Background: an optimization exercise with open tools, aiming at small area. Do not read the settings as production practice.
Only simulation tests tie the RTL to the original design; equivalence was not proved.
Power is estimated from default activity; no workload was simulated.

==> xenon <==
==> flow/design.v <==
`timescale 1ns/1ps
package rv_pkg;
    localparam int XLEN       = 32;  
    localparam int REG_AW     = 5;   
    localparam int IMEM_DEPTH = 64;  
    localparam int IMEM_AW    = 6;   
    localparam int DMEM_DEPTH = 32;  
    localparam int DMEM_AW    = 5;   
    localparam int CODE_W     = 24;  
    typedef logic [XLEN-1:0]   word_t;      
    typedef logic [REG_AW-1:0] reg_addr_t;  
    typedef logic [6:0]        opcode_t;    
    typedef logic [2:0]        funct3_t;    
    typedef logic [CODE_W-1:0] code_t;      
    localparam opcode_t OPC_OP     = 7'b0110011;  
    localparam opcode_t OPC_OP_IMM = 7'b0010011;  
    localparam opcode_t OPC_LOAD   = 7'b0000011;  
    localparam opcode_t OPC_STORE  = 7'b0100011;  
    localparam funct3_t F3_ADD_SUB = 3'b000;  
    localparam funct3_t F3_XOR     = 3'b100;
    localparam funct3_t F3_OR      = 3'b110;
    localparam funct3_t F3_AND     = 3'b111;
    localparam funct3_t F3_LW_SW   = 3'b010;  
    localparam logic [1:0] CL_OP   = 2'b00;
    localparam logic [1:0] CL_ADDI = 2'b01;
    localparam logic [1:0] CL_LW   = 2'b10;
    localparam logic [1:0] CL_SW   = 2'b11;
endpackage
`timescale 1ns/1ps
module onehot_mux #(
    parameter int N = 32,
    parameter int W = 32
) (
    input  logic [N*W-1:0] d,    
    input  logic [N-1:0]   sel,
    output logic [W-1:0]   y
);
    localparam int G3 = N / 3;           
    localparam int R  = N - 3 * G3;      
    localparam int NG = G3 + (R > 0 ? 1 : 0);
    logic [W*NG-1:0] z;                  
    for (genvar b = 0; b < W; b++) begin : g_bit
        for (genvar g = 0; g < G3; g++) begin : g_grp
            aoi3 u_aoi (
                .a0(d[(3*g+0)*W+b]), .a1(d[(3*g+1)*W+b]), .a2(d[(3*g+2)*W+b]),
                .s0(sel[3*g+0]),     .s1(sel[3*g+1]),     .s2(sel[3*g+2]),
                .y (z[b*NG+g])
            );
        end
        if (R == 2) begin : g_r2
            aoi2 u_aoi (
                .a0(d[(3*G3+0)*W+b]), .a1(d[(3*G3+1)*W+b]),
                .s0(sel[3*G3+0]),     .s1(sel[3*G3+1]),
                .y (z[b*NG+G3])
            );
        end else if (R == 1) begin : g_r1
            assign z[b*NG+G3] = ~(d[(3*G3)*W+b] & sel[3*G3]);
        end
        assign y[b] = ~&z[b*NG +: NG];
    end
endmodule
`timescale 1ns/1ps
module aoi3 (
    input  logic a0, a1, a2,
    input  logic s0, s1, s2,
    output logic y
);
    assign y = ~((a0 & s0) | (a1 & s1) | (a2 & s2));
endmodule
module aoi2 (
    input  logic a0, a1,
    input  logic s0, s1,
    output logic y
);
    assign y = ~((a0 & s0) | (a1 & s1));
endmodule
`timescale 1ns/1ps
module bk_adder (
    input  logic [31:0] a,
    input  logic [31:0] b,
    input  logic        cin,
    output logic [31:0] sum,
    output logic [31:0] p,    
    output logic [31:0] g     
);
    logic [31:0] gg, pp;      
    logic [32:0] c;
    assign p = a ^ b;
    assign g = a & b;
    always_comb begin
        gg = g;
        pp = p;
        gg[0] = g[0] | (p[0] & cin);
        for (int l = 0; l < 5; l++) begin
            for (int i = (2 << l) - 1; i < 32; i += (2 << l)) begin
                gg[i] = gg[i] | (pp[i] & gg[i - (1 << l)]);
                pp[i] = pp[i] & pp[i - (1 << l)];
            end
        end
        for (int l = 3; l >= 0; l--) begin
            for (int i = 3 * (1 << l) - 1; i < 32; i += (2 << l)) begin
                gg[i] = gg[i] | (pp[i] & gg[i - (1 << l)]);
                pp[i] = pp[i] & pp[i - (1 << l)];
            end
        end
    end
    assign c   = {gg, cin};
    assign sum = p ^ c[31:0];
endmodule
`timescale 1ns/1ps
module rv_core_top (
    input  logic                       clk,
    input  logic                       reset_i,
    input  logic                       imem_we_i,      
    input  logic [rv_pkg::IMEM_AW-1:0] imem_addr_i,    
    input  rv_pkg::word_t              imem_wdata_i,   
    input  logic                       run_i,          
    output logic                       wb_valid_o,     
    output rv_pkg::reg_addr_t          wb_rd_o,        
    output rv_pkg::word_t              wb_data_o,      
    output logic                       store_valid_o,  
    output rv_pkg::word_t              store_addr_o,   
    output rv_pkg::word_t              store_data_o    
);
    localparam int XL = rv_pkg::XLEN;
    localparam int CW = rv_pkg::CODE_W;
    function automatic rv_pkg::code_t encode(input rv_pkg::word_t w);
        rv_pkg::code_t c;
        c = {rv_pkg::CL_OP, 7'b0, w[24:20], w[19:15], w[11:7]};
        case (w[6:0])
            rv_pkg::OPC_OP: begin
                case (w[14:12])
                    rv_pkg::F3_ADD_SUB: c[21:15] = {3'b000, 1'b1, 1'b0, 1'b0, w[30]};
                    rv_pkg::F3_XOR:     c[21:15] = {3'b000, 1'b1, 1'b0, 1'b1, 1'b0};
                    rv_pkg::F3_OR:      c[21:15] = {3'b000, 1'b1, 1'b1, 1'b1, 1'b0};
                    rv_pkg::F3_AND:     c[21:15] = {3'b000, 1'b1, 1'b1, 1'b0, 1'b0};
                    default:            c[21:15] = 7'b0;
                endcase
            end
            rv_pkg::OPC_OP_IMM: if (w[14:12] == rv_pkg::F3_ADD_SUB) c = {rv_pkg::CL_ADDI, w[31:25], w[24:20], w[19:15], w[11:7]};
            rv_pkg::OPC_LOAD:   if (w[14:12] == rv_pkg::F3_LW_SW)   c = {rv_pkg::CL_LW,   w[31:25], w[24:20], w[19:15], w[11:7]};
            rv_pkg::OPC_STORE:  if (w[14:12] == rv_pkg::F3_LW_SW)   c = {rv_pkg::CL_SW,   w[31:25], w[24:20], w[19:15], w[11:7]};
            default: ;
        endcase
        encode = c;
    endfunction
    logic [CW*64-1:0]           imem;      
    rv_pkg::code_t              wcode;
    logic [rv_pkg::IMEM_AW-1:0] pc_q;
    logic                       f_valid;
    rv_pkg::code_t              f_code;
    rv_pkg::code_t              imem_rd;
    logic [63:0]                pc_sel;
    assign wcode = encode(imem_wdata_i);
    always_ff @(posedge clk) begin
        for (int i = 0; i < 64; i++) begin
            if (imem_we_i && imem_addr_i == i[5:0]) imem[i*CW +: CW] <= wcode;
        end
    end
    always_ff @(posedge clk) begin
        if (reset_i) begin
            pc_q    <= '0;
            f_valid <= 1'b0;
        end else begin
            f_valid <= run_i;
            if (run_i) pc_q <= pc_q + 1'b1;  
        end
    end
    always_comb begin
        for (int i = 0; i < 64; i++) pc_sel[i] = (pc_q == i[5:0]);
    end
    onehot_mux #(.N(64), .W(CW)) u_imem_rd (.d(imem), .sel(pc_sel), .y(imem_rd));
    always_ff @(posedge clk) f_code <= imem_rd;
    logic              dec_valid;
    rv_pkg::code_t     dec_code;
    logic [XL*31-1:0]  regs;       
    rv_pkg::reg_addr_t rs1, rs2;
    logic [30:0]       rs1_sel, rs2_sel;
    rv_pkg::word_t     rs1v, rs2v;
    logic [1:0]        cls;
    logic [6:0]        hi;
    logic              is_op, is_addi, is_lw, is_sw;
    always_ff @(posedge clk) begin
        if (reset_i) dec_valid <= 1'b0;
        else         dec_valid <= f_valid;
    end
    always_ff @(posedge clk) dec_code <= f_code;
    assign cls     = dec_code[23:22];
    assign hi      = dec_code[21:15];
    assign is_op   = (cls == rv_pkg::CL_OP);
    assign is_addi = (cls == rv_pkg::CL_ADDI);
    assign is_lw   = (cls == rv_pkg::CL_LW);
    assign is_sw   = (cls == rv_pkg::CL_SW);
    assign rs1 = dec_code[9:5];
    assign rs2 = reset_i ? 5'd0 : dec_code[14:10];
    always_comb begin
        for (int i = 0; i < 31; i++) begin
            rs1_sel[i] = (rs1 == 5'(i + 1));
            rs2_sel[i] = (rs2 == 5'(i + 1));
        end
    end
    onehot_mux #(.N(31), .W(XL)) u_rs1_rd (.d(regs), .sel(rs1_sel), .y(rs1v));
    onehot_mux #(.N(31), .W(XL)) u_rs2_rd (.d(regs), .sel(rs2_sel), .y(rs2v));
    rv_pkg::word_t    imm, opb, sum, pv, gv, load_r, result;
    logic             s_sum, s_xor, s_and, s_lw;
    logic             retire, reg_write, store_now;
    logic [4:0]       dmem_idx;
    logic [31:0]      dmem_hit, dmem_rsel;
    logic [XL*32-1:0] dmem;        
    rv_pkg::word_t    res_q;       
    rv_pkg::word_t    sd_q;        
    assign imm = {{(XL-12){hi[6]}}, hi, (is_sw ? dec_code[4:0] : dec_code[14:10])};
    assign opb = is_op ? (rs2v ^ {XL{hi[0]}}) : imm;
    bk_adder u_add (
        .a   (rs1v),
        .b   (opb),
        .cin (is_op & hi[0]),
        .sum (sum),
        .p   (pv),
        .g   (gv)
    );
    assign s_xor = ~reset_i & is_op & hi[1];
    assign s_and = ~reset_i & is_op & hi[2];
    assign s_sum = ~reset_i & ~is_lw & ~(is_op & (hi[1] | hi[2]));
    assign s_lw  = ~reset_i & is_lw;
    assign dmem_idx = sum[6:2];
    always_comb begin
        for (int i = 0; i < 32; i++) begin
            dmem_hit[i]  = (dmem_idx == i[4:0]);
            dmem_rsel[i] = dmem_hit[i] & s_lw;
        end
    end
    onehot_mux #(.N(32), .W(XL)) u_dmem_rd (.d(dmem), .sel(dmem_rsel), .y(load_r));
    assign result = (sum & {XL{s_sum}}) | (pv & {XL{s_xor}}) | (gv & {XL{s_and}}) | load_r;
    assign retire    = is_op ? hi[3] : ~is_sw;
    assign reg_write = dec_valid & retire;
    assign store_now = dec_valid & is_sw;
    always_ff @(posedge clk) begin
        for (int i = 0; i < 31; i++) begin
            if (reset_i | (reg_write & (dec_code[4:0] == 5'(i + 1))))
                regs[i*XL +: XL] <= result;
        end
    end
    always_ff @(posedge clk) begin
        for (int i = 0; i < 32; i++) begin
            if (reset_i | (store_now & dmem_hit[i]))
                dmem[i*XL +: XL] <= rs2v;
        end
    end
    always_ff @(posedge clk) begin
        if (reset_i) begin
            wb_valid_o    <= 1'b0;
            store_valid_o <= 1'b0;
        end else begin
            wb_valid_o    <= reg_write;  
            store_valid_o <= store_now;
        end
    end
    always_ff @(posedge clk) begin
        res_q <= result;    
        sd_q  <= is_sw ? rs2v : {{(XL-5){1'b0}}, dec_code[4:0]};
    end
    assign wb_data_o    = res_q;
    assign store_addr_o = res_q;
    assign store_data_o = sd_q;
    assign wb_rd_o      = sd_q[4:0];
endmodule
==> flow/run.sh <==
#!/bin/bash
# synth_recipe.tcl (not shown) runs the flow's synth.tcl, then flattens the netlist and writes it again
# the make line also repeats each setting of config.mk as NAME=value (left out here)
make -C /OpenROAD-flow-scripts/flow DESIGN_CONFIG=/design/flow/config.mk WORK_HOME=/design/flow/orfs CLKGATE_MAP_FILE= SYNTH_SCRIPT=/design/flow/synth_recipe.tcl finish
==> flow/config.mk <==
export PLATFORM = sky130hd
export DESIGN_NAME = rv_core_top
export DESIGN_NICKNAME = rv_core_top
export VERILOG_FILES = /design/flow/design.v
export SDC_FILE = /design/flow/constraint.sdc
export NUM_CORES = 4
export LEC_CHECK = 0
export CAP_MARGIN = 0
export CORE_MARGIN = 2
export CORE_UTILIZATION = 45
export CTS_BUF_LIST = sky130_fd_sc_hd__clkbuf_16
export CTS_CLUSTER_DIAMETER = 100
export CTS_CLUSTER_SIZE = 30
export SLEW_MARGIN = 0
export SYNTH_HIERARCHICAL = 1
==> flow/constraint.sdc <==
create_clock -name core_clock -period 8.0 [get_ports {clk}]
set_input_delay 1.6000 -clock core_clock [delete_from_list [all_inputs] [get_ports {clk}]]
set_output_delay 1.6000 -clock core_clock [all_outputs]
set_load 0.01 [all_outputs]
==> cedar: changes against xenon <==
--- a/flow/design.v
+++ b/flow/design.v
@@ -108,4 +108,27 @@
     assign sum = p ^ c[31:0];
 endmodule
+module idx_adder (
+    input  logic [6:0] a,
+    input  logic [6:0] b,
+    output logic [4:0] idx
+);
+    logic [6:0] g, p;
+    logic [6:0] c;    
+    assign g = a & b;
+    assign p = a ^ b;
+    always_comb begin
+        c[0] = 1'b0;
+        for (int i = 1; i < 7; i++) begin
+            c[i] = 1'b0;
+            for (int j = 0; j < i; j++) begin
+                logic t;
+                t = g[j];
+                for (int k = j + 1; k < i; k++) t = t & p[k];
+                c[i] = c[i] | t;
+            end
+        end
+    end
+    assign idx = p[6:2] ^ c[6:2];
+endmodule
 `timescale 1ns/1ps
 module rv_core_top (
@@ -224,5 +247,5 @@
     assign s_sum = ~reset_i & ~is_lw & ~(is_op & (hi[1] | hi[2]));
     assign s_lw  = ~reset_i & is_lw;
-    assign dmem_idx = sum[6:2];
+    idx_adder u_idx (.a(rs1v[6:0]), .b(imm[6:0]), .idx(dmem_idx));
     always_comb begin
         for (int i = 0; i < 32; i++) begin
--- a/flow/config.mk
+++ b/flow/config.mk
@@ -12,4 +12,5 @@
 export CTS_CLUSTER_DIAMETER = 100
 export CTS_CLUSTER_SIZE = 30
+export SETUP_SLACK_MARGIN = 0.2
 export SLEW_MARGIN = 0
 export SYNTH_HIERARCHICAL = 1
==> umber: changes against xenon <==
--- a/flow/design.v
+++ b/flow/design.v
@@ -108,4 +108,27 @@
     assign sum = p ^ c[31:0];
 endmodule
+module idx_adder (
+    input  logic [6:0] a,
+    input  logic [6:0] b,
+    output logic [4:0] idx
+);
+    logic [6:0] g, p;
+    logic [6:0] c;    
+    assign g = a & b;
+    assign p = a ^ b;
+    always_comb begin
+        c[0] = 1'b0;
+        for (int i = 1; i < 7; i++) begin
+            c[i] = 1'b0;
+            for (int j = 0; j < i; j++) begin
+                logic t;
+                t = g[j];
+                for (int k = j + 1; k < i; k++) t = t & p[k];
+                c[i] = c[i] | t;
+            end
+        end
+    end
+    assign idx = p[6:2] ^ c[6:2];
+endmodule
 `timescale 1ns/1ps
 module rv_core_top (
@@ -224,5 +247,5 @@
     assign s_sum = ~reset_i & ~is_lw & ~(is_op & (hi[1] | hi[2]));
     assign s_lw  = ~reset_i & is_lw;
-    assign dmem_idx = sum[6:2];
+    idx_adder u_idx (.a(rs1v[6:0]), .b(imm[6:0]), .idx(dmem_idx));
     always_comb begin
         for (int i = 0; i < 32; i++) begin
@@ -259,5 +282,6 @@
     always_ff @(posedge clk) begin
         res_q <= result;    
-        sd_q  <= is_sw ? rs2v : {{(XL-5){1'b0}}, dec_code[4:0]};
+        sd_q[XL-1:5] <= rs2v[XL-1:5];
+        sd_q[4:0]    <= is_sw ? rs2v[4:0] : dec_code[4:0];
     end
     assign wb_data_o    = res_q;
==> flow/flow/run.sh (new file) <==
#!/bin/bash
# The standard layout (standard.sh), with one change: clock-tree synthesis
# clusters the flip-flops into groups of at most 16 within 60 um, drives each
# group with a clkbuf_8, and adds no dummy loads. Everything else, including
# synthesis, floorplan, power grid, placement and routing, is the standard flow.
set -euo pipefail
export CTS_ARGS="-sink_clustering_enable -repair_clock_nets -buf_list sky130_fd_sc_hd__clkbuf_8 -sink_clustering_size 16 -sink_clustering_max_diameter 60 -dont_use_dummy_load"
bash standard.sh finish > flow.log 2>&1
==> flow/standard.sh (new file) <==
#!/bin/bash
# synth_recipe.tcl (not shown) runs the flow's synth.tcl, then flattens the netlist and writes it again
# the make line also repeats each setting of config.mk as NAME=value (left out here)
make -C /OpenROAD-flow-scripts/flow DESIGN_CONFIG=/design/flow/config.mk WORK_HOME=/design/flow/orfs CLKGATE_MAP_FILE= SYNTH_SCRIPT=/design/flow/synth_recipe.tcl "${@:-finish}"
--- a/flow/config.mk
+++ b/flow/config.mk
@@ -9,7 +9,5 @@
 export CORE_MARGIN = 2
 export CORE_UTILIZATION = 45
-export CTS_BUF_LIST = sky130_fd_sc_hd__clkbuf_16
-export CTS_CLUSTER_DIAMETER = 100
-export CTS_CLUSTER_SIZE = 30
+export SETUP_SLACK_MARGIN = 0.2
 export SLEW_MARGIN = 0
 export SYNTH_HIERARCHICAL = 1
removed: flow/run.sh
==> onyx: changes against xenon <==
--- a/flow/design.v
+++ b/flow/design.v
@@ -108,4 +108,27 @@
     assign sum = p ^ c[31:0];
 endmodule
+module idx_adder (
+    input  logic [6:0] a,
+    input  logic [6:0] b,
+    output logic [4:0] idx
+);
+    logic [6:0] g, p;
+    logic [6:0] c;    
+    assign g = a & b;
+    assign p = a ^ b;
+    always_comb begin
+        c[0] = 1'b0;
+        for (int i = 1; i < 7; i++) begin
+            c[i] = 1'b0;
+            for (int j = 0; j < i; j++) begin
+                logic t;
+                t = g[j];
+                for (int k = j + 1; k < i; k++) t = t & p[k];
+                c[i] = c[i] | t;
+            end
+        end
+    end
+    assign idx = p[6:2] ^ c[6:2];
+endmodule
 `timescale 1ns/1ps
 module rv_core_top (
@@ -224,5 +247,5 @@
     assign s_sum = ~reset_i & ~is_lw & ~(is_op & (hi[1] | hi[2]));
     assign s_lw  = ~reset_i & is_lw;
-    assign dmem_idx = sum[6:2];
+    idx_adder u_idx (.a(rs1v[6:0]), .b(imm[6:0]), .idx(dmem_idx));
     always_comb begin
         for (int i = 0; i < 32; i++) begin
==> flow/flow/run.sh (new file) <==
#!/bin/bash
# The standard layout (standard.sh), with one change: clock-tree synthesis
# clusters the flip-flops into groups of at most 16 within 60 um, drives each
# group with a clkbuf_8, and adds no dummy loads. Everything else, including
# synthesis, floorplan, power grid, placement and routing, is the standard flow.
set -euo pipefail
export CTS_ARGS="-sink_clustering_enable -repair_clock_nets -buf_list sky130_fd_sc_hd__clkbuf_8 -sink_clustering_size 16 -sink_clustering_max_diameter 60 -dont_use_dummy_load"
bash standard.sh finish > flow.log 2>&1
==> flow/standard.sh (new file) <==
#!/bin/bash
# synth_recipe.tcl (not shown) runs the flow's synth.tcl, then flattens the netlist and writes it again
# the make line also repeats each setting of config.mk as NAME=value (left out here)
make -C /OpenROAD-flow-scripts/flow DESIGN_CONFIG=/design/flow/config.mk WORK_HOME=/design/flow/orfs CLKGATE_MAP_FILE= SYNTH_SCRIPT=/design/flow/synth_recipe.tcl "${@:-finish}"
--- a/flow/config.mk
+++ b/flow/config.mk
@@ -9,7 +9,5 @@
 export CORE_MARGIN = 2
 export CORE_UTILIZATION = 45
-export CTS_BUF_LIST = sky130_fd_sc_hd__clkbuf_16
-export CTS_CLUSTER_DIAMETER = 100
-export CTS_CLUSTER_SIZE = 30
+export SETUP_SLACK_MARGIN = 0.2
 export SLEW_MARGIN = 0
 export SYNTH_HIERARCHICAL = 1
removed: flow/run.sh
==> notes <==
- Wire length: xenon > onyx > cedar > umber.
- Utilization: xenon > cedar > onyx > umber.
- Worst hold slack: xenon is better than onyx (0.039 ns).
- Critical path depth: onyx is lower than xenon (7).
- Between onyx and xenon, the lower clock skew is in xenon (gap 0.097 ns).
- The highest worst setup slack belongs to onyx, the lowest to umber.
- Sequential share of layout area, lowest first: xenon, cedar, onyx, umber.
- Of umber and cedar, cedar has the higher die area (gap 0.21%, measured against cedar).
==> figures <==
metric                                                             umber           xenon            onyx           cedar
Clock group                                                      9030 µW         9290 µW         9010 µW         9440 µW
Synth Area in Simple Gates                                        0.0357          0.0373          0.0371          0.0371
Launch point of the worst path                               dec_code[5]         reset_i     dec_code[5]     dec_code[5]
Routed Wire Length                                             428000 µm       452000 µm       438000 µm       435000 µm
Outcome                                                   finished clean  finished clean  finished clean  finished clean
Terminus of the critical flop-to-flop path                     regs[750]       regs[104]       regs[793]       regs[608]
Fraction of area in multi-input gates                              0.171           0.168           0.172           0.172
Initial core utilization                                           0.452           0.452           0.452           0.452
Net count reported at finish                                        7543            7682            7619            7481
Insertion delay to the later sink of the worst-skew pair         1.11 ns         0.91 ns         1.11 ns         0.94 ns
Met2 global-route usage                                            0.431           0.448           0.441           0.438
Cell area after synthesis                                      0.134 mm²       0.134 mm²       0.134 mm²       0.134 mm²
Proportion of cell area occupied by registers                      0.733           0.717           0.731           0.729
Clock network contribution to total cell area                     0.0271          0.0281          0.0267          0.0294
Worst path buffer plus inverter count                                  2               7               3               3
R2R Setup Slk                                                    0.34 ns         0.65 ns         0.63 ns         0.57 ns
Layout-to-synthesis area ratio                                    1.111x          1.136x          1.113x          1.116x

what the ideal ports hide:
How much do the figures lean on ideal ports? The routed layouts below were timed once more, with nothing changed but the port constraints.
Step 1 (the two cells are an assumption about what drives the block):
set clk [get_ports {clk}]
set_driving_cell -lib_cell sky130_fd_sc_hd__clkbuf_16 $clk
set_driving_cell -lib_cell sky130_fd_sc_hd__buf_2 [delete_from_list [all_inputs] $clk]
Step 2, shift: input delay + t, output delay - t, t = (earliest + latest rising clock arrival at the registers) / 2. This alone moves slack from input paths to output paths.
a / b / c = no drivers / after step 1 / after step 2; a / b = the first two.
run	t (ns)	slack for setup (ns)	clock arrival spread, ns	worst data-port slew with drivers (ns)	pins driven straight from the clock port
xenon	0.987	0.351 / 0.414 / -0.573	0.055 / 0.055	0.11	1
cedar	0.992	0.574 / 0.574 / -0.012	0.099 / 0.099	0.12	1
umber	1.110	0.340 / 0.340 / -0.016	0.198 / 0.198	0.12	1
onyx	1.142	0.627 / 0.627 / -0.059	0.152 / 0.152	0.13	1
With both steps, setup timing fails in every run listed, where it was met with ideal ports. The setup slack of xenon, which loses most, moves by +0.063 ns with the drivers and by -0.924 ns with both steps.
